Background: an optimization exercise with open tools, aiming at small area, a short achievable clock period and few clock cycles per item. Do not read the settings as production practice. Only simulation tests tie the RTL to the original design; equivalence was not proved.

== run 1 ==
Design best_disp_select, start of the top module:
module best_disp_select #(
    parameter int unsigned NPIX_LOG2 = 8
) (
    input  logic               clk,
    input  logic               rst,
    input  logic               frame_start,
    input  logic [10:0]        fsum,
    input  logic               valid,
    input  logic               last,
    input  logic [13:0]        g2sum,
    input  logic [10:0]        gsum,
    input  logic [13:0]        fg,
    input  logic [5:0]         place,
    output logic               busy,
    output logic [5:0]         best_place,
    output logic               best_valid,
    output logic               done,
    output logic               overrun
);
    logic        r_busy;
    logic        r_done;
    logic        r_overrun;
    logic        r_bvalid;
    logic [5:0]  r_bplace;
    logic [21:0] r_bnum;
    logic [21:0] r_bden;
    logic signed [24:0] r_bk;
    logic        r0_v;
    logic [10:0] r0_fsum;
    logic [10:0] r0_gsum;
    logic [13:0] r0_fg;
    logic [13:0] r0_g2sum;
    logic [5:0]  r0_place;
    logic        r0_last;
    logic bn_one0;
    logic bn_two0;
    logic bn_neg0;
    logic [12:0] bn_r0;
  ...
export LEC_CHECK = 0
export CAP_MARGIN = 20
export CORE_MARGIN = 2
export CORE_UTILIZATION = 40
export SLEW_MARGIN = 20
create_clock -name core_clock -period 12.0 [get_ports {clk}]
standard.sh (not shown) runs the stock make flow with config.mk's settings and CLKGATE_MAP_FILE= SYNTH_SCRIPT=/design/flow/synth_recipe.tcl, a recipe that flattens the netlist after the stock synthesis.
==> flow/flow/run.sh <==
#!/bin/bash
set -euo pipefail
bash standard.sh SETUP_SLACK_MARGIN=7.0 SETUP_MOVE_SEQUENCE=unbuffer,sizeup,swap,clone "CTS_ARGS=-sink_clustering_enable -repair_clock_nets -dont_use_dummy_load -buf_list sky130_fd_sc_hd__clkbuf_4" finish > make.log 2>&1
Run 1 | stages: all done | timing, DRC, antenna: all pass
Testbench counts of run 1, summed over its fixed seeds: cycles 10,366, items 9,296.
Setup changes, run 1 to run 2
- setting CTS_BUF_LIST to sky130_fd_sc_hd__clkbuf_8 for the first time
==> flow/flow/run.sh <==
#!/bin/bash
set -euo pipefail
bash standard.sh SETUP_SLACK_MARGIN=7.0 "CTS_ARGS=-sink_clustering_enable -repair_clock_nets -dont_use_dummy_load" finish > make.log 2>&1
==> results.txt <==
- Run 2 did not stop at any stage, and its layout met the timing, DRC and antenna checks.
- Global-route track usage on met2 (run 2 over run 1): increase, 0.50 points
- In run 2 relative to run 1, count of clock buffers in the final design had gone down by more than half.
- Compared with run 1, run 2 shows fmax that has gone up by more than 10%.
- Compared with run 1, in run 2 length of the first detailed-routing pass in iterations grew by 2, final cell count shrank by 47.
The following lists how run 3 was set up differently from run 2:
- CTS_BUF_LIST: sky130_fd_sc_hd__clkbuf_8 -> unset
==> flow/flow/run.sh <==
#!/bin/bash
set -euo pipefail
bash standard.sh SETUP_SLACK_MARGIN=7.25 "CTS_ARGS=-sink_clustering_enable -repair_clock_nets -dont_use_dummy_load" finish > make.log 2>&1
==> comparison <==
Run 3: no failed stages, no open violations at the end
Relative to run 2, the largest net degree at the start of global routing measured on run 3 has increased by more than 100%.
Area fraction in compound gates after synthesis essentially unchanged between run 3 and run 2.
[inputs] run 4 vs run 3
==> flow/flow/run.sh <==
#!/bin/bash
set -euo pipefail
bash standard.sh SETUP_SLACK_MARGIN=7.0 "CTS_ARGS=-sink_clustering_enable -repair_clock_nets -dont_use_dummy_load" finish > make.log 2>&1
==> comparison <==
- Relative to run 3, largest net degree at the start of global routing has decreased by 92 in run 4.
- The arrival time reported for the critical path endpoint of run 4 falls short of that of run 3 by 0.08 ns.
- Non-clock buffer count: run 4 lower than run 3
- Higher worst setup slack after placement goes to run 4 over run 3.
[inputs] run 5 vs run 4
==> flow/flow/run.sh <==
#!/bin/bash
set -euo pipefail
bash standard.sh SETUP_SLACK_MARGIN=7.0 "CTS_ARGS=-sink_clustering_enable -repair_clock_nets -dont_use_dummy_load -buf_list sky130_fd_sc_hd__clkbuf_4" finish > make.log 2>&1
==> comparison <==
Run 5 | status: complete | timing, DRC, antenna: pass
Compared to run 4, the router laid down more metal wire for run 5.
Diff run 4 -> run 5: global-route usage went up; number of levels the H-tree was split into went up; post-route clock period utilization went up.
Run 5 ended up with a higher TritonCTS buffer count than run 4 did.
Cell count of run 5 exceeds that of run 4 slightly.
Run 4 → run 5: proportion of synthesized flip-flops having asynchronous set or reset now sits at about the same level; via count now sits higher.

re-timing with driven ports:
In the flow no input, the clock included, has a driving cell. The finished layouts below were timed again as built, in two steps. Step 1: set_driving_cell puts a clkbuf_16 on clk and a buf_2 on each other input, an assumption about the parent block. Step 2 also shifts input and output timing later by t, the mid clock arrival at the registers, as if the neighbouring blocks saw the same clock. a / b / c = no drivers / after step 1 / after step 2; a / b = the first two.
| run | t, ns | setup slack, ns | worst data-port slew with drivers (ns) |
|---|---|---|---|
| run 1 | 1.010 | 6.109 / 6.109 / 6.109 | 0.06 |
| run 2 | 0.655 | 6.878 / 6.878 / 6.878 | 0.06 |
| run 3 | 0.702 | 6.843 / 6.843 / 6.843 | 0.08 |
| run 4 | 0.655 | 6.878 / 6.878 / 6.878 | 0.06 |
| run 5 | 1.008 | 6.847 / 6.847 / 6.847 | 0.06 |
After both steps every run listed still meets setup and hold.
